From an optimization exercise on the open Yosys and OpenROAD flow, aimed at small area and a short achievable clock period; shortcuts taken in it are not production practice.
Only simulation tests tie the RTL to the original design; equivalence was not proved.

[standard.sh]
#!/bin/bash
# synth_recipe.tcl (not shown) runs the flow's synth.tcl, then flattens the netlist and writes it again
# the make line also repeats each setting of config.mk as NAME=value (left out here)
make -C /OpenROAD-flow-scripts/flow DESIGN_CONFIG=/design/flow/config.mk WORK_HOME=/design/flow/orfs CLKGATE_MAP_FILE= SYNTH_SCRIPT=/design/flow/synth_recipe.tcl "${@:-finish}"
[config.mk]
export PLATFORM = sky130hd
export DESIGN_NAME = conv_output_stage
export DESIGN_NICKNAME = conv_output_stage
export VERILOG_FILES = /design/flow/design.v
export SDC_FILE = /design/flow/constraint.sdc
export NUM_CORES = 4
export LEC_CHECK = 0
export ABC_AREA = 1
export CAP_MARGIN = 50
export CORE_MARGIN = 2
export CORE_UTILIZATION = 60
export PLACE_DENSITY = 0.7
export SLEW_MARGIN = 70
[design.v]
`default_nettype none
package cnn_pkg;
    localparam int FLOAT_EXP_W = 8;      
    localparam int FLOAT_MAN_W = 23;     
    localparam int FLOAT_BIAS  = 127;    
    typedef logic [FLOAT_EXP_W+FLOAT_MAN_W:0] float_t;
    typedef struct packed {
        logic   valid;
        float_t value;
    } result_t;
endpackage
`default_nettype wire
`default_nettype none
module fp_padd #(
    parameter int N = 27
) (
    input  logic [N-1:0] x,
    input  logic [N-1:0] y,
    input  logic         cin,
    output logic [N:0]   s
);
    localparam int L = $clog2(N);
    logic [N-1:0] g, t;
    logic [N-1:0] G [L+1];
    logic [N-1:0] P [L+1];
    logic [N-1:0] c;    
    assign g = x & y;
    assign t = x | y;
    assign G[0] = {g[N-1:1], g[0] | (t[0] & cin)};
    assign P[0] = t;
    for (genvar l = 0; l < L; l++) begin : g_lv
        for (genvar i = 0; i < N; i++) begin : g_b
            if (((i >> l) & 1) && !(l == 0 && i == 1)) begin : g_op
                localparam int J = ((i >> l) << l) - 1;
                assign G[l+1][i] = G[l][i] | (P[l][i] & G[l][J]);
                assign P[l+1][i] = P[l][i] & P[l][J];
            end else if (l == 0 && i == 1) begin : g_one
                assign G[1][1] = g[1] | (t[1] & g[0]) | (t[1] & t[0] & cin);
                assign P[1][1] = t[1] & t[0];
            end else begin : g_pass
                assign G[l+1][i] = G[l][i];
                assign P[l+1][i] = P[l][i];
            end
        end
    end
    for (genvar i = 0; i < N; i++) begin : g_c
        if (i >= 2 && (i & (i - 1)) == 0) begin : g_pow
            localparam int M = $clog2(i);
            assign c[i] = (g[i] | (t[i] & G[M-1][i-1]))
                        | ((t[i] & P[M-1][i-1]) & G[L][i/2-1]);
        end else begin : g_else
            assign c[i] = G[L][i];
        end
    end
    assign s[0] = x[0] ^ (y[0] ^ cin);
    for (genvar i = 1; i < N; i++) begin : g_s
        assign s[i] = x[i] ^ (y[i] ^ c[i-1]);
    end
    assign s[N] = c[N-1];
endmodule
module fp_stage #(
    parameter int W   = 1,
    parameter bit REG = 1'b0
) (
    input  logic         clk,
    input  logic [W-1:0] d,
    output logic [W-1:0] q
);
    if (REG) begin : g_reg
        always_ff @(posedge clk) q <= d;
    end else begin : g_wire
        assign q = d;
    end
endmodule
module fp_add_pipe #(
    parameter bit [4:0] CUT = 5'b10100,
    parameter bit       PRE = 1'b0
) (
    input  logic        clk,
    input  logic [31:0] a,
    input  logic [31:0] b,
    output logic [31:0] sum
);
    logic [31:0] cmp;
    logic [8:0]  dab, dba;
    logic [7:0]  ed;
    logic [70:0] pc_d, rc_q;
    logic [31:0] ra, rb;
    logic [7:0]  ea, eb;
    logic        za, zb;
    logic        a_big;
    logic [62:0] p0_d, r0_q;
    fp_padd #(.N(31)) u_cmp (.x(a[30:0]), .y(~b[30:0]), .cin(1'b1), .s(cmp));
    fp_padd #(.N(8))  u_dab (.x(a[30:23]), .y(~b[30:23]), .cin(1'b1), .s(dab));
    fp_padd #(.N(8))  u_dba (.x(b[30:23]), .y(~a[30:23]), .cin(1'b1), .s(dba));
    assign ed = dab[8] ? dab[7:0] : dba[7:0];
    assign pc_d = {a, b, cmp[31], |ed[7:5], ed[4:0]};
    fp_stage #(.W(71), .REG(PRE)) u_sc (.clk(clk), .d(pc_d), .q(rc_q));
    assign ra    = rc_q[70:39];
    assign rb    = rc_q[38:7];
    assign a_big = rc_q[6];
    assign ea = ra[30:23];
    assign eb = rb[30:23];
    assign za = (ea == 8'd0);
    assign zb = (eb == 8'd0);
    assign p0_d = {
        a_big ? ra[31] : rb[31],                             
        ra[31] ^ rb[31],                                     
        a_big ? ea : eb,                                     
        rc_q[5:0],                                           
        a_big ? ra[22:0] : rb[22:0],                         
        a_big ? {~zb, rb[22:0]} : {~za, ra[22:0]}            
    };
    fp_stage #(.W(63), .REG(CUT[0])) u_s0 (.clk(clk), .d(p0_d), .q(r0_q));
    logic [4:0]  r0_sh;
    logic [23:0] r0_ms;
    logic [25:0] s0, s1, s2, s3, s4, s5;
    logic        t1, t2, t3, t4, t5;
    logic [26:0] aligned;
    logic [59:0] p1_d, r1_q;
    assign r0_sh = r0_q[51:47];
    assign r0_ms = r0_q[23:0];
    assign s0 = {r0_ms, 2'b00};
    assign s1 = r0_sh[4] ? {16'd0, s0[25:16]} : s0;  assign t1 = r0_sh[4] & |s0[15:0];
    assign s2 = r0_sh[3] ? {8'd0, s1[25:8]}   : s1;  assign t2 = t1 | (r0_sh[3] & |s1[7:0]);
    assign s3 = r0_sh[2] ? {4'd0, s2[25:4]}   : s2;  assign t3 = t2 | (r0_sh[2] & |s2[3:0]);
    assign s4 = r0_sh[1] ? {2'd0, s3[25:2]}   : s3;  assign t4 = t3 | (r0_sh[1] & |s3[1:0]);
    assign s5 = r0_sh[0] ? {1'd0, s4[25:1]}   : s4;  assign t5 = t4 | (r0_sh[0] & s4[0]);
    assign aligned = (r0_q[52] | ~r0_ms[23]) ? {26'd0, r0_ms[23]} : {s5, t5};
    assign p1_d = {r0_q[62:53], r0_q[46:24], aligned ^ {27{r0_q[61]}}};   
    fp_stage #(.W(60), .REG(CUT[1])) u_s1 (.clk(clk), .d(p1_d), .q(r1_q));
    logic        r1_sub;
    logic [7:0]  r1_el;
    logic [27:0] t;
    logic [27:0] sr;
    logic [36:0] p2_d, r2_q;
    assign r1_sub = r1_q[58];
    assign r1_el  = r1_q[57:50];
    fp_padd #(.N(27)) u_add (
        .x   ({r1_el != 8'd0, r1_q[49:27], 3'b000}),
        .y   (r1_q[26:0]),
        .cin (r1_sub),
        .s   (t)
    );
    assign sr = {t[27] ^ r1_sub, t[26:0]};
    assign p2_d = {r1_q[59], r1_el, sr};   
    fp_stage #(.W(37), .REG(CUT[2])) u_s2 (.clk(clk), .d(p2_d), .q(r2_q));
    logic [27:0] r2_r;
    logic [26:0] n1, n2, n3, n4, n5;
    logic        z16, z8, z4, z2, z1;
    logic [26:0] norm;
    logic [4:0]  lz;
    logic [40:0] p3_d, r3_q;
    assign r2_r = r2_q[27:0];
    assign z16 = ~|r2_r[26:11]; assign n1 = z16 ? {r2_r[10:0], 16'd0} : r2_r[26:0];
    assign z8  = ~|n1[26:19];   assign n2 = z8  ? {n1[18:0], 8'd0}  : n1;
    assign z4  = ~|n2[26:23];   assign n3 = z4  ? {n2[22:0], 4'd0}  : n2;
    assign z2  = ~|n3[26:25];   assign n4 = z2  ? {n3[24:0], 2'd0}  : n3;
    assign z1  = ~n4[26];       assign n5 = z1  ? {n4[25:0], 1'd0}  : n4;
    assign norm = r2_r[27] ? {r2_r[27:2], r2_r[1] | r2_r[0]} : n5;
    assign lz   = r2_r[27] ? 5'd0 : {z16, z8, z4, z2, z1};
    assign p3_d = {r2_q[36], r2_r[27], r2_q[35:28], lz, norm[26:2], norm[1] | norm[0]};
    fp_stage #(.W(41), .REG(CUT[3])) u_s3 (.clk(clk), .d(p3_d), .q(r3_q));
    logic [25:0] r3_n;
    logic [7:0]  r3_el;
    logic [4:0]  r3_lz;
    logic        r3_c;
    logic        zero;
    logic        ru;
    logic        rc;
    logic [24:0] mr;
    logic [8:0]  e0, e1, el1, lz_ge;
    logic [7:0]  lzx;
    logic        uf;
    logic [31:0] p4_d;
    assign r3_n  = r3_q[25:0];    
    assign r3_lz = r3_q[30:26];
    assign r3_el = r3_q[38:31];
    assign r3_c  = r3_q[39];
    assign zero = (&r3_lz) | (r3_el == 8'd0);
    assign ru = r3_n[1] & (r3_n[0] | r3_n[2]);
    fp_padd #(.N(24)) u_inc (.x(r3_n[25:2]), .y(24'd0), .cin(ru), .s(mr));
    assign rc = ru & (&r3_n[25:2]);   
    assign lzx = r3_c ? 8'hff : {3'b000, r3_lz};
    fp_padd #(.N(8)) u_e0  (.x(r3_el), .y(~lzx), .cin(1'b1), .s(e0));
    fp_padd #(.N(8)) u_el1 (.x(r3_el), .y(8'd0), .cin(1'b1), .s(el1));
    fp_padd #(.N(8)) u_e1  (.x(el1[7:0]), .y(~lzx), .cin(1'b1), .s(e1));
    fp_padd #(.N(8)) u_uf  (.x({3'b000, r3_lz}), .y(~r3_el), .cin(1'b1), .s(lz_ge));
    assign uf = ~r3_c & lz_ge[8];
    always_comb begin
        if (zero)    p4_d = 32'd0;
        else if (uf) p4_d = {r3_q[40], 31'd0};
        else         p4_d = {r3_q[40], rc ? e1[7:0] : e0[7:0], mr[22:0]};
    end
    fp_stage #(.W(32), .REG(CUT[4])) u_s4 (.clk(clk), .d(p4_d), .q(sum));
endmodule
`default_nettype wire
`default_nettype none
module channel_sum_tree #(
    parameter int       NUM_CHANNELS = 16,
    parameter bit       IN_REG = 1'b1,
    parameter bit [4:0] CUT1 = 5'b10100,
    parameter bit       PRE1 = 1'b0,
    parameter bit [4:0] CUT2 = 5'b10100,
    parameter bit [4:0] CUT3 = 5'b10100,
    parameter bit [4:0] CUT4 = 5'b10100
) (
    input  logic                                 clk,
    input  logic                                 rst,
    input  logic                                 in_valid,
    input  cnn_pkg::float_t [NUM_CHANNELS-1:0]   in_data,
    output cnn_pkg::result_t                     tree_sum
);
    localparam int LAT = int'(IN_REG) + int'(PRE1)
        + int'(CUT1[0]) + int'(CUT1[1]) + int'(CUT1[2]) + int'(CUT1[3]) + int'(CUT1[4])
        + int'(CUT2[0]) + int'(CUT2[1]) + int'(CUT2[2]) + int'(CUT2[3]) + int'(CUT2[4])
        + int'(CUT3[0]) + int'(CUT3[1]) + int'(CUT3[2]) + int'(CUT3[3]) + int'(CUT3[4])
        + int'(CUT4[0]) + int'(CUT4[1]) + int'(CUT4[2]) + int'(CUT4[3]) + int'(CUT4[4]);
    cnn_pkg::float_t [NUM_CHANNELS-1:0] x;
    cnn_pkg::float_t s1 [8];
    cnn_pkg::float_t s2 [4];
    cnn_pkg::float_t s3 [2];
    cnn_pkg::float_t s4;
    logic [LAT:0]    vld;
    fp_stage #(.W(32 * NUM_CHANNELS), .REG(IN_REG)) u_in (.clk(clk), .d(in_data), .q(x));
    for (genvar p = 0; p < 8; p++) begin : g_l1
        fp_add_pipe #(.CUT(CUT1), .PRE(PRE1)) u_add (.clk(clk), .a(x[2*p]), .b(x[2*p+1]), .sum(s1[p]));
    end
    for (genvar p = 0; p < 4; p++) begin : g_l2
        fp_add_pipe #(.CUT(CUT2)) u_add (.clk(clk), .a(s1[2*p]), .b(s1[2*p+1]), .sum(s2[p]));
    end
    for (genvar p = 0; p < 2; p++) begin : g_l3
        fp_add_pipe #(.CUT(CUT3)) u_add (.clk(clk), .a(s2[2*p]), .b(s2[2*p+1]), .sum(s3[p]));
    end
    fp_add_pipe #(.CUT(CUT4)) u_l4 (.clk(clk), .a(s3[0]), .b(s3[1]), .sum(s4));
    assign vld[0] = in_valid;
    always_ff @(posedge clk or posedge rst) begin
        if (rst) vld[LAT:1] <= '0;
        else     vld[LAT:1] <= vld[LAT-1:0];
    end
    assign tree_sum.valid = vld[LAT];
    assign tree_sum.value = s4;
endmodule
`default_nettype wire
`default_nettype none
module bias_relu #(
    parameter cnn_pkg::float_t BIAS =
        cnn_pkg::float_t'((cnn_pkg::FLOAT_BIAS + 1) << cnn_pkg::FLOAT_MAN_W),
    parameter bit [4:0] CUT = 5'b00100
) (
    input  logic              clk,
    input  logic              rst,
    input  cnn_pkg::result_t  tree_sum,
    output cnn_pkg::result_t  activation
);
    localparam int LAT = int'(CUT[0]) + int'(CUT[1]) + int'(CUT[2]) + int'(CUT[3]) + int'(CUT[4]);
    cnn_pkg::float_t biased;
    logic [LAT:0]    vld;
    fp_add_pipe #(.CUT(CUT)) u_bias_add (.clk(clk), .a(tree_sum.value), .b(BIAS), .sum(biased));
    assign vld[0] = tree_sum.valid;
    if (LAT > 0) begin : g_vld
        always_ff @(posedge clk or posedge rst) begin
            if (rst) vld[LAT:1] <= '0;
            else     vld[LAT:1] <= vld[LAT-1:0];
        end
    end
    always_ff @(posedge clk or posedge rst) begin
        if (rst) activation.valid <= 1'b0;
        else     activation.valid <= vld[LAT];
    end
    always_ff @(posedge clk) begin
        activation.value <= biased[31] ? 32'd0 : biased;
    end
endmodule
`default_nettype wire
`default_nettype none
module conv_output_stage #(
    parameter int NUM_CHANNELS = 16,    
    parameter cnn_pkg::float_t BIAS =
        cnn_pkg::float_t'((cnn_pkg::FLOAT_BIAS + 1) << cnn_pkg::FLOAT_MAN_W)
) (
    input  logic                                 clk,
    input  logic                                 rst,
    input  logic                                 in_valid,
    input  cnn_pkg::float_t [NUM_CHANNELS-1:0]   in_data,
    output cnn_pkg::result_t                     activation
);
    cnn_pkg::result_t tree_sum;
    channel_sum_tree #(
        .NUM_CHANNELS (NUM_CHANNELS),
        .IN_REG       (1'b0),
        .CUT1         (5'b10100),
        .PRE1         (1'b1),
        .CUT2         (5'b01010),
        .CUT3         (5'b10101),
        .CUT4         (5'b01010)
    ) u_channel_sum_tree (
        .clk      (clk),
        .rst      (rst),
        .in_valid (in_valid),
        .in_data  (in_data),
        .tree_sum (tree_sum)
    );
    bias_relu #(
        .BIAS (BIAS),
        .CUT  (5'b00101)
    ) u_bias_relu (
        .clk        (clk),
        .rst        (rst),
        .tree_sum   (tree_sum),
        .activation (activation)
    );
endmodule
`default_nettype wire
[constraint.sdc]
create_clock -name core_clock -period 19.0 [get_ports {clk}]
set_input_delay 3.8000 -clock core_clock [delete_from_list [all_inputs] [get_ports {clk}]]
set_output_delay 3.8000 -clock core_clock [all_outputs]
set_load 0.01 [all_outputs]
[flow/run.sh]
#!/bin/bash
# The standard layout (the standard.sh, unchanged synthesis and steps),
# with the port buffers made from sky130_fd_sc_hd__buf_4 instead of the
# default choice (a slow delay buffer). Every port still gets its buffer.
set -euo pipefail
export BUFFER_PORTS_ARGS="-buffer_cell sky130_fd_sc_hd__buf_4"
bash standard.sh > standard.log 2>&1
==> flow_summary.toml, run 1 <==
[sta]
worst_slew_pin_slew_ns = 0.502
clock_skew_ns = 0.0554
hold_violations = 0
rsz0062_at_grt = "no"
fin_crit_sh_pct = 27.7
slew_viol_final = 0
fmax_mhz = 190
setup_tns_ns = 0
setup-violations-final = 0
maxSlewHeadroom_pct = 65.6
min_period_ns = 5.26

[synthesis]
synth_cells = 28700
muxShareOfSynthArea_pct = 1.01
synth-xor-area-share_pct = 5.13
yosysWarnings = 27
async_reset_ff_share_pct = 0.639
synth_adder_area_share_pct = 1.08
synth.net_count = 29400
yosysSeqAreaShare_pct = 25.0
synth_area_leaders = "dfxtp_1 25%, nand2_1 23%, inv_1 8.4%, o21ai_0 7.7%, nand3_1 6.5%"
synth-simple-area-share_pct = 41.9
synth_compound_area_share_pct = 14.3
synth_edf_count = 0
postSynthRegisterBits = 2033
synth_top_flop_cell = "dfxtp_1"
yosysTopAreaCell = "dfxtp_1"
synth_cell_types = 86
synth.top_cell.area_share_pct = 24.8
syn_avg_cell_area_um2 = 5.68
synth_top_family_by_area = "simple AND/OR/NAND/NOR gates"
syn_area_um2 = 163000

[floorplanning]
dieArea_um2 = 276000
fp.dieW_um = 525
rows = 191
start_util_pct = 60.3
ioPinCount = 548
core_area_um2 = 271000
die_height_um = 525

[clock_network]
holdBufCountCts = 0
path_clk_slew_ns = 0.06
cts_setup_buffers = 0
cts_tree = "built"
insertion_delay_ns = 0.94
cts_buffer_depth = 4
cts_resized = 0
clock-sinks = 2033
htreeDepth = 4
cts_buffers = 221
cts_root_buffer = "clkbuf_16"

[critical_path]
startpoint_type = "flip-flop"
path_max_fanout = 1
path_buf_inv = 1
slowest_delay_ns = 0.37
cp_cell_sequence = "buf_4"
worstSetupPathType = "reg2out"
cp.arrival_ns = 1.46
worstPathRequired_ns = 15.20
critPathTopFamily = "flip-flops"
cpMaxStageDelayCell = "dfxtp_1"
endpoint_kind = "primary output"

[global_routing]
antenna_found_initial = 21
grt_pass1_vias = 158000
grt_max_degree = 91
grt_pass1_wl_mm = 822
grt_overflow = 0
grtUsageTotal_pct = 35.9

[routing]
highest_layer = "met5"
firstDrtPassIters = 8
vias_per_cell = 5.49
met3_length_mm = 41.1
wl_met1_mm = 227
vias = 178000
routed_wl_mm = 522
routedWlPerCell_um = 16.1
wl_met2_mm = 231
final_antenna_net_count = 0
drt_iter0_drc = 17900
drt_drc_violations_left = 0

[finish]
multi_input_area_um2 = 105000
drive_gt1_share_pct = 8.10
area_growth_pct = 9.73
final-seq-area_um2 = 40900
nets = 29300
fill_cells = 26200

[outcome]
status = "no timing/DRC/antenna violations"

[place]
placement.io_buffers = 546
dpl.hpwl_mm = 420
finalWeightedCongestion = 1.02

[flow_run]
max-cap-violations = 0

[hold_path]
hold_class = "reg2reg"
layout make-up:
class	instances	share of cell area (%)
Multi-Input combinational cell	21900	58.9
Sequential cell	2033	22.8
Inverter	3814	8.07
Clock buffer	286	3.44
Timing Repair Buffer	725	3.24
Tap cell	3570	2.50
Clock inverter	121	0.964
Antenna cell	17	0.0238
flip-flops by register name, summed over array words and instances, names as in the netlist:
signal	count
u_channel_sum_tree.g_l1.u_add.u_sc.q	568
u_channel_sum_tree.g_l3.u_add.u_s2.q	74
u_bias_relu.activation	32
u_channel_sum_tree.u_l4.u_s3.q	41
u_channel_sum_tree.g_l1.u_add.u_s4.q	256
u_channel_sum_tree.g_l1.u_add.u_s2.q	296
u_bias_relu.vld	2
u_channel_sum_tree.g_l2.u_add.u_s3.q	164
u_channel_sum_tree.g_l2.u_add.u_s1.q	240
u_channel_sum_tree.g_l3.u_add.u_s4.q	64
u_channel_sum_tree.vld	10
u_channel_sum_tree.g_l3.u_add.u_s0.q	126
u_bias_relu.u_bias_add.u_s2.q	37
u_bias_relu.u_bias_add.u_s0.q	63
u_channel_sum_tree.u_l4.u_s1.q	60
cell usage after synthesis (all sizes together) (260+ instances only):
cell    number
inv       3766
nor2      2914
buf        419
o21ai     2709
a21oi      776
xor2       725
nand3     2157
dfxtp     2020
or2        260
nand4      324
clkbuf     557
nand2    10200
through the flow:
stage | setup slack (ns) | area [um^2] | instances | util [%] | hold slack [ns]
3_3_place_gp | 12.19 | 168000 | 32000 | 62.1 | 0.312
2_1_floorplan | 13.09 | 163000 | 28700 | - | 0.310
3_5_place_dp | 12.85 | 170000 | 32000 | 62.9 | 0.312
5_1_grt | 13.40 | 179000 | 32400 | 66.1 | 0.334
4_1_cts | 13.63 | 178000 | 32400 | 65.8 | 0.326
6_report | 13.74 | 179000 | 32500 | 66.1 | 0.324
kinds of logic after synthesis:
kind of cell | count (synthesis)
other cells | 2
xor+xnor | 944
buf+inv | 4790
simple gates | 16400
fa+ha+maj | 127
compound gates | 4280
mux | 165
flops | 2033
cell usage in the layout (no fill, tap or decap), drive strengths merged, types with 120 or more instances in the layout:
cell    netlist  layout
clkinv       48     120
or2         260     260
nor2       2914    2914
buf         419     724
a21oi       776     776
xor2        725     725
nand3      2157    2157
nand2     10200   10200
o22ai       164     164
nor3        224     224
clkbuf      557     287
nand4       324     324
a31oi       163     163
dfxtp      2020    2020
mux2i       164     164
xnor2       212     212
inv        3766    3766
o21ai      2709    2709
o211ai      127     127
final timing paths:
path / end / startpoint / slack, ns / cells past startpoint
setup / recovery: activation[27] / u_bias_relu.activation[27] / 13.74 / 1
hold / removal: u_channel_sum_tree.g_l2[3].u_add.u_s3.q[40] / u_channel_sum_tree.g_l2[3].u_add.u_s1.q[59] / 0.32 / 0
setup reg to reg: u_channel_sum_tree.g_l1[3].u_add.u_s4.q[26] / u_channel_sum_tree.g_l1[3].u_add.u_s2.q[12] / 13.95 / 25
hold reg to reg: u_channel_sum_tree.g_l2[3].u_add.u_s3.q[40] / u_channel_sum_tree.g_l2[3].u_add.u_s1.q[59] / 0.32 / 0
max in group asynchronous: u_channel_sum_tree.vld[10] / rst / 15.99 / 2
min in group asynchronous: u_bias_relu.vld[1] / rst / 2.81 / 2
routing by layer:
layer	GRT usage [%]	up-vias
met3	4.63	1181
met4	13.8	24
li1	-	90800
met1	48.4	79600
met2	58.3	6745
met5	0	-
==> run 2: changes to the inputs <==
--- a/design.v
+++ b/design.v
@@ -60,2 +60,56 @@
 endmodule
+module fp_cadd #(
+    parameter int N = 8
+) (
+    input  logic [N-1:0] x,
+    input  logic [N-1:0] y,
+    output logic [N:0]   s0,
+    output logic [N:0]   s1
+);
+    localparam int L = $clog2(N);
+    logic [N-1:0] g, t;
+    logic [N-1:0] G [L+1];
+    logic [N-1:0] P [L+1];
+    logic [N-1:0] c0, c1;
+    assign g = x & y;
+    assign t = x | y;
+    assign G[0] = g;
+    assign P[0] = t;
+    for (genvar l = 0; l < L; l++) begin : g_lv
+        for (genvar i = 0; i < N; i++) begin : g_b
+            if ((i >> l) & 1) begin : g_op
+                localparam int J = ((i >> l) << l) - 1;
+                assign G[l+1][i] = G[l][i] | (P[l][i] & G[l][J]);
+                assign P[l+1][i] = P[l][i] & P[l][J];
+            end else begin : g_pass
+                assign G[l+1][i] = G[l][i];
+                assign P[l+1][i] = P[l][i];
+            end
+        end
+    end
+    for (genvar i = 0; i < N; i++) begin : g_c
+        if (i == 1) begin : g_one
+            assign c0[i] = g[1] | (t[1] & x[0] & y[0]);
+            assign c1[i] = g[1] | (t[1] & x[0]) | (t[1] & y[0]);
+        end else if (i >= 2 && (i & (i - 1)) == 0) begin : g_pow
+            localparam int M = $clog2(i);
+            logic gh, ph;
+            assign gh = g[i] | (t[i] & G[M-1][i-1]);
+            assign ph = t[i] & P[M-1][i-1];
+            assign c0[i] = gh | (ph & G[L][i/2-1]);
+            assign c1[i] = gh | (ph & (G[L][i/2-1] | P[L][i/2-1]));
+        end else begin : g_else
+            assign c0[i] = G[L][i];
+            assign c1[i] = G[L][i] | P[L][i];
+        end
+    end
+    assign s0[0] = x[0] ^ y[0];
+    assign s1[0] = ~(x[0] ^ y[0]);
+    for (genvar i = 1; i < N; i++) begin : g_s
+        assign s0[i] = x[i] ^ (y[i] ^ c0[i-1]);
+        assign s1[i] = x[i] ^ (y[i] ^ c1[i-1]);
+    end
+    assign s0[N] = c0[N-1];
+    assign s1[N] = c1[N-1];
+endmodule
 module fp_stage #(
@@ -84,3 +138,3 @@
     logic [31:0] cmp;
-    logic [8:0]  dab, dba;
+    logic [8:0]  dab;
     logic [7:0]  ed;
@@ -93,2 +147,3 @@
     fp_padd #(.N(31)) u_cmp (.x(a[30:0]), .y(~b[30:0]), .cin(1'b1), .s(cmp));
+    logic [8:0]  dba;
     fp_padd #(.N(8))  u_dab (.x(a[30:23]), .y(~b[30:23]), .cin(1'b1), .s(dab));
@@ -171,3 +226,4 @@
     logic [24:0] mr;
-    logic [8:0]  e0, e1, el1, lz_ge;
+    logic [8:0]  e0, e1, el1;
+    logic [5:0]  lz_ge;
     logic [7:0]  lzx;
@@ -184,7 +240,6 @@
     assign lzx = r3_c ? 8'hff : {3'b000, r3_lz};
-    fp_padd #(.N(8)) u_e0  (.x(r3_el), .y(~lzx), .cin(1'b1), .s(e0));
     fp_padd #(.N(8)) u_el1 (.x(r3_el), .y(8'd0), .cin(1'b1), .s(el1));
-    fp_padd #(.N(8)) u_e1  (.x(el1[7:0]), .y(~lzx), .cin(1'b1), .s(e1));
-    fp_padd #(.N(8)) u_uf  (.x({3'b000, r3_lz}), .y(~r3_el), .cin(1'b1), .s(lz_ge));
-    assign uf = ~r3_c & lz_ge[8];
+    fp_cadd #(.N(8)) u_e (.x(el1[7:0]), .y(~lzx), .s0(e0), .s1(e1));
+    fp_padd #(.N(5)) u_uf (.x(r3_lz), .y(~r3_el[4:0]), .cin(1'b1), .s(lz_ge));
+    assign uf = ~r3_c & (r3_el[7:5] == 3'd0) & lz_ge[5];
     always_comb begin
==> flow/run.sh (replaced) <==
#!/bin/bash
# The standard layout (the standard.sh: unchanged synthesis and steps)
# with two changes to how the layout is made:
#  - the port buffers are sky130_fd_sc_hd__buf_2 instead of the default
#    choice (a slow delay buffer); every port still gets its own buffer;
#  - clock tree synthesis runs with its standard arguments but without
#    dummy loads.
set -euo pipefail
export BUFFER_PORTS_ARGS="-buffer_cell sky130_fd_sc_hd__buf_2"
export CTS_ARGS="-sink_clustering_enable -repair_clock_nets -dont_use_dummy_load"
bash standard.sh > standard.log 2>&1
--- a/config.mk
+++ b/config.mk
@@ -9,5 +9,6 @@
 export CAP_MARGIN = 50
+export CELL_PAD_IN_SITES_DETAIL_PLACEMENT = 1
 export CORE_MARGIN = 2
-export CORE_UTILIZATION = 60
-export PLACE_DENSITY = 0.7
+export CORE_UTILIZATION = 50
+export PLACE_DENSITY = 0.6
 export SLEW_MARGIN = 70
==> run 2 against run 1 <==
Against the previous run:
- sequential share of layout area is 0.62 points higher
- wire length is 15% higher
- highest routed layer unchanged
- clock skew is 0.015 ns higher
- final area is 2.6% lower
- still clean
- via count is 1.3% higher
- synthesized cell count is 1.6% lower
- utilization is 12 points lower
- synthesized area is 1.1% lower
==> flow_summary.toml, run 2 <==
[critical_path]
critPathTopFamily = "flip-flops"
cp.arrival_ns = 1.61
startpoint_type = "flip-flop"
path_max_fanout = 1
crit_cells = 1
worstPathRequired_ns = 15.20
worstSetupPathType = "reg2out"
cp_cell_sequence = "buf_2"
cpMaxStageDelayCell = "dfrtp_1"
path_buf_inv = 1
endpoint_kind = "primary output"
slowest_delay_ns = 0.49
worstRegToRegCells = 30

[floorplanning]
rows = 208
core_area_um2 = 321000
die_height_um = 572
fp.dieW_um = 572
dieArea_um2 = 327000
ioPinCount = 548
start_util_pct = 50.2

[routing]
routed_wl_mm = 599
vias = 181000
firstDrtPassIters = 8
drt_drc_violations_left = 0
routedWlPerCell_um = 18.4
drt_iter0_drc = 12200
vias_per_cell = 5.54
final_antenna_net_count = 0

[clock_network]
cts_buffer_depth = 4
htreeDepth = 4
clock-sinks = 2033
cts_buffers = 230
path_clk_slew_ns = 0.06
cts_root_buffer = "clkbuf_16"
cts_tree = "built"
insertion_delay_ns = 0.97
cts_resized = 0
holdBufCountCts = 0
cts_setup_buffers = 0

[finish]
area_growth_pct = 8.00
fill_cells = 47000
largest_reg_flops = 568
top_register = "u_channel_sum_tree.g_l1.u_add.u_sc.q"
nets = 29000
drive_gt1_share_pct = 8.18
final_cell_mix = "9719 x nand2_1, 3559 x inv_1, 2688 x nor2_1, 2226 x o21ai_0, 2039 x nand3_1"
layout_commonest_cell = "nand2_1"
reg.largest.list = "u_channel_sum_tree.g_l1.u_add.u_sc.q x568, u_channel_sum_tree.g_l1.u_add.u_s2.q x296, u_channel_sum_tree.g_l1.u_add.u_s4.q x256"

[global_routing]
grt_max_degree = 97
antenna_found_initial = 22
grt_overflow = 0
grt_pass1_wl_mm = 942
grt_pass1_vias = 179000
grtUsageTotal_pct = 35.0

[synthesis]
synth_cell_types = 93
yosysWarnings = 33
synth_commonest_cells = "9746 x nand2_1, 3652 x inv_1, 2732 x nor2_1"
syn_avg_cell_area_um2 = 5.71
yosysSeqAreaShare_pct = 25.3
yosysMostFrequentCell = "nand2_1"
postSynthRegisterBits = 2033
synth_area_leaders = "dfxtp_1 25%, nand2_1 23%, inv_1 8.5%, o21ai_0 7.7%, nor2_1 6.4%"
synth_cells = 28300
yosysTopAreaCell = "dfxtp_1"
synth.net_count = 28900
syn_area_um2 = 161000
synth_edf_count = 0
synth_top_flop_cell = "dfxtp_1"
synth.top_cell.area_share_pct = 25.1
async_reset_ff_share_pct = 0.639

[sta]
slew_viol_final = 0
hold_violations = 0
setup_tns_ns = 0
fmax_mhz = 185
clock_skew_ns = 0.0704
min_period_ns = 5.41
maxSlewHeadroom_pct = 64.5
rsz0062_at_grt = "no"
fin_crit_sh_pct = 28.5
worst_slew_pin_slew_ns = 0.529
holdWs_ns = 0.330
fin_ws_ns = 13.59
setup-violations-final = 0

[flow_run]
max-cap-violations = 0

[place]
placement.io_buffers = 546
finalWeightedCongestion = 0.985
dpl_worst_slack_ns = 12.79
dpl.hpwl_mm = 483

[hold_path]
min_path_cells = 0
hold_class = "reg2reg"

[outcome]
status = "no timing/DRC/antenna violations"
run 2: through the flow:
| stage | instances | area (um^2) | util, % |
|---|---|---|---|
| 3_5_place_dp | 32300 | 168000 | 52.2 |
| 5_1_grt | 32600 | 174000 | 54.2 |
| 2_1_floorplan | 28300 | 161000 | - |
| 3_3_place_gp | 32300 | 166000 | 51.6 |
| 6_report | 32600 | 174000 | 54.3 |
| 4_1_cts | 32600 | 173000 | 54.0 |
run 2: logic make-up (layout without fill, tap and decap cells):
logic type	Yosys count	count (layout)	synth area share (%)
XOR/XNOR	847	847	4.62
other	2	10	0.00466
adder cells (fa/ha/maj)	157	157	1.33
flip-flops	2033	2033	25.3
buffers and inverters	4768	4798	11.8
AO/OA/AOI/OAI	4257	4257	14.3
AND/OR/NAND/NOR	16000	16000	41.7
multiplexers	150	150	0.931
run 2: final timing paths:
path,start,to,slack (ns)
min,u_channel_sum_tree.g_l3[0].u_add.u_s0.q[62],u_channel_sum_tree.g_l3[0].u_add.u_s2.q[36],0.33
min reg2reg,u_channel_sum_tree.g_l3[0].u_add.u_s0.q[62],u_channel_sum_tree.g_l3[0].u_add.u_s2.q[36],0.33
max,u_bias_relu.activation[32],activation[32],13.59
max reg2reg,u_channel_sum_tree.g_l1[2].u_add.u_s2.q[13],u_channel_sum_tree.g_l1[2].u_add.u_s4.q[14],13.66
max in group asynchronous,rst,u_channel_sum_tree.vld[4],15.95
min in group asynchronous,rst,u_channel_sum_tree.vld[10],2.82
run 2: area by class of cell:
class                      instances  area [um^2]  share of cell area [%]
multi-input combinational      21500       103000                    59.2
sequential                      2033        40900                    23.5
inverter                        3837        14500                    8.34
clock buffer                     230         5760                    3.30
tap                             4305         5390                    3.09
timing repair buffer             731         4450                    2.55
antenna                            8         20.0                  0.0115
run 2: routing by layer:
| metal | track usage, % | vias to the layer above | routed length (um) |
|---|---|---|---|
| li1 | - | 89000 | - |
| met1 | 45.3 | 86300 | 265000 |
| met2 | 59.2 | 4103 | 277000 |
| met3 | 3.46 | 1173 | 29600 |
| met4 | 14.8 | 12 | 27000 |
| met5 | 0 | - | 80 |
==> run 3: changes to the inputs <==
--- a/config.mk
+++ b/config.mk
@@ -9,6 +9,5 @@
 export CAP_MARGIN = 50
-export CELL_PAD_IN_SITES_DETAIL_PLACEMENT = 1
 export CORE_MARGIN = 2
-export CORE_UTILIZATION = 50
-export PLACE_DENSITY = 0.6
+export CORE_UTILIZATION = 60
+export PLACE_DENSITY = 0.7
 export SLEW_MARGIN = 70
==> run 3 against run 2 <==
Against the previous run:
- critical endpoint is now u_channel_sum_tree.g_l1[2].u_add.u_sc.q[6]
- wire length fell by 17%
- critical path depth rose by 15
- synthesized cell count did not move
- sequential share of layout area rose by 0.23 points
- final cell count fell by 2.3%
- still clean on timing, DRC and antenna
==> flow_summary.toml, run 3 <==
[clock_network]
path_clk_slew_ns = 0.06
clock-sinks = 2033
cts_tree = "built"
holdBufCountCts = 0
insertion_delay_ns = 0.90
cts_root_buffer = "clkbuf_16"
cts_resized = 0
cts_setup_buffers = 0
htreeDepth = 4
cts_buffer_depth = 4
cts_buffers = 215

[synthesis]
yosysWarnings = 33
synth_edf_count = 0
syn_avg_cell_area_um2 = 5.71
synth.top_cell.area_share_pct = 25.1
synth.net_count = 28900
yosysTopAreaCell = "dfxtp_1"
synth_top_flop_cell = "dfxtp_1"
synth_commonest_cells = "9746 x nand2_1, 3652 x inv_1, 2732 x nor2_1"
yosysMostFrequentCell = "nand2_1"
async_reset_ff_share_pct = 0.639
synth_cells = 28300
synth_area_leaders = "dfxtp_1 25%, nand2_1 23%, inv_1 8.5%, o21ai_0 7.7%, nor2_1 6.4%"
postSynthRegisterBits = 2033
synth_cell_types = 93
yosysSeqAreaShare_pct = 25.3
syn_area_um2 = 161000

[routing]
routed_wl_mm = 497
vias = 173000
drt_iter0_drc = 15900
routedWlPerCell_um = 15.6
final_antenna_net_count = 0
vias_per_cell = 5.44
drt_drc_violations_left = 0
firstDrtPassIters = 10

[finish]
drive_gt1_share_pct = 7.87
top_register = "u_channel_sum_tree.g_l1.u_add.u_sc.q"
final_cell_mix = "9723 x nand2_1, 3568 x inv_1, 2698 x nor2_1, 2241 x o21ai_0, 2042 x nand3_1"
reg.largest.list = "u_channel_sum_tree.g_l1.u_add.u_sc.q x568, u_channel_sum_tree.g_l1.u_add.u_s2.q x296, u_channel_sum_tree.g_l1.u_add.u_s4.q x256"
fill_cells = 26600
nets = 28900
layout_commonest_cell = "nand2_1"
area_growth_pct = 6.92
largest_reg_flops = 568

[floorplanning]
fp.dieW_um = 523
rows = 190
core_area_um2 = 268000
die_height_um = 523
start_util_pct = 60.3
dieArea_um2 = 273000
ioPinCount = 548

[critical_path]
worstSetupPathType = "in2reg"
path_max_fanout = 2
cp.arrival_ns = 6.07
slowest_delay_ns = 0.33
endpoint_kind = "flip-flop"
worstPathRequired_ns = 19.75
worst_path_most_repeated_cell = "o21ai_0"
cp_cell_sequence = "buf_2, inv_1, nand2_1, o21ai_0, o21ai_0, maj3_1, nand2_1, o21ai_0, a221oi_1, o22ai_1, a21oi_1, a21oi_1, o21ai_0, a21oi_1, o21ai_0, o2111ai_1"
startpoint_type = "primary input"
cpMaxStageDelayCell = "maj3_1"

[flow_run]
max-cap-violations = 0

[hold_path]
hold_class = "reg2reg"

[global_routing]
grt_pass1_wl_mm = 786
antenna_found_initial = 12
grt_pass1_vias = 153000
grt_overflow = 0
grtUsageTotal_pct = 34.7
grt_max_degree = 97

[sta]
worst_slew_pin_slew_ns = 0.536
rsz0062_at_grt = "no"
min_period_ns = 5.32
setup-violations-final = 0
fin_crit_sh_pct = 28.0
fin_ws_ns = 13.68
hold_violations = 0
slew_viol_final = 0
clock_skew_ns = 0.0624
fmax_mhz = 188
maxSlewHeadroom_pct = 64.0
holdWs_ns = 0.325
setup_tns_ns = 0

[place]
dpl_worst_slack_ns = 12.84
finalWeightedCongestion = 1.07
dpl.hpwl_mm = 400
placement.io_buffers = 546

[outcome]
status = "no timing/DRC/antenna violations"
[run 3: cell counts after synthesis]
Identical to the previous run, type by type.
[run 3: area by class of cell]
class	count	area, um^2	area share [%]
sequential	2033	40900	23.7
tap	3552	4440	2.58
inverter	3837	14500	8.41
timing repair buffer	733	4400	2.55
multi-input combinational	21500	103000	59.6
clock buffer	215	5380	3.12
antenna	10	25.0	0.0145
[run 3: worst max-delay path, delay by kind of cell]
kind / cells / cell delay, ns
compound gates: 11 / 1.65
buf+inv: 2 / 0.18
simple gates: 2 / 0.12
fa+ha+maj: 1 / 0.33
[run 3: stage by stage]
step | util [%] | std cells | cell area, um^2
5_1_grt | 64.4 | 31800 | 172000
4_1_cts | 64.2 | 31800 | 172000
3_5_place_dp | 62.2 | 31600 | 166000
2_1_floorplan | - | 28300 | 161000
6_report | 64.4 | 31800 | 172000
3_3_place_gp | 61.6 | 31500 | 165000
[run 3: path summary, 6_finish.rpt]
path	slack, ns	start	cells after the start	to
max	13.68	in_data[129]	16	u_channel_sum_tree.g_l1[2].u_add.u_sc.q[6]
min	0.32	u_channel_sum_tree.g_l3[1].u_add.u_s0.q[62]	0	u_channel_sum_tree.g_l3[1].u_add.u_s2.q[36]
max reg2reg	13.97	u_channel_sum_tree.g_l1[7].u_add.u_sc.q[6]	28	u_channel_sum_tree.g_l1[7].u_add.u_s2.q[25]
min reg2reg	0.32	u_channel_sum_tree.g_l3[1].u_add.u_s0.q[62]	0	u_channel_sum_tree.g_l3[1].u_add.u_s2.q[36]
max in group asynchronous	15.94	rst	2	u_bias_relu.vld[1]
min in group asynchronous	2.85	rst	2	u_bias_relu.activation[32]
[run 3: logic make-up (layout without fill, tap and decap cells)]
group,count (synthesis),count (layout),synth area share (%)
AO/OA/AOI/OAI,4257,4257,14.3
XOR/XNOR,847,847,4.62
adder cells (fa/ha/maj),157,157,1.33
buffers and inverters,4768,4785,11.8
flip-flops,2033,2033,25.3
multiplexers,150,150,0.931
other,2,12,0.00466
AND/OR/NAND/NOR,16000,16000,41.7
[run 3: per-layer routing]
metal	vias to the layer above	global-route usage (%)	wire length, um
li1	89100	-	-
met1	76900	45.3	215000
met2	5911	57.2	224000
met3	1149	4.00	33700
met4	8	16.0	25000
met5	-	0	55

## separate check: timing with driven ports
The flow's constraints put no driver on any port. The routed layouts listed below were extracted and timed again, unchanged, in two steps.
Step 1, drivers: a clkbuf_16 drives clk and a buf_2 each remaining input, both assumed.
Step 2, shift: input delay + t, output delay - t, t = (earliest + latest rising clock arrival at the registers) / 2. This alone moves slack from input paths to output paths.
Three values: no drivers, after step 1, after step 2; two values: the first two.
run | t (ns) | setup WS [ns] | worst setup path after step 2 | clock arrival spread, ns | worst register clock-pin slew, ns
run 1 | 1.022 | 13.744 / 13.639 / 12.813 | input to register | 0.066 / 0.066 | 0.07 / 0.07
run 2 | 1.040 | 13.594 / 13.485 / 12.710 | input to register | 0.081 / 0.081 | 0.07 / 0.07
run 3 | 0.978 | 13.680 / 13.726 / 12.787 | input to register | 0.068 / 0.067 | 0.07 / 0.07
After both steps setup and hold are still met in every run listed. The setup slack of run 1, which loses most, moves by -0.105 ns with the drivers and by -0.931 ns with both steps.
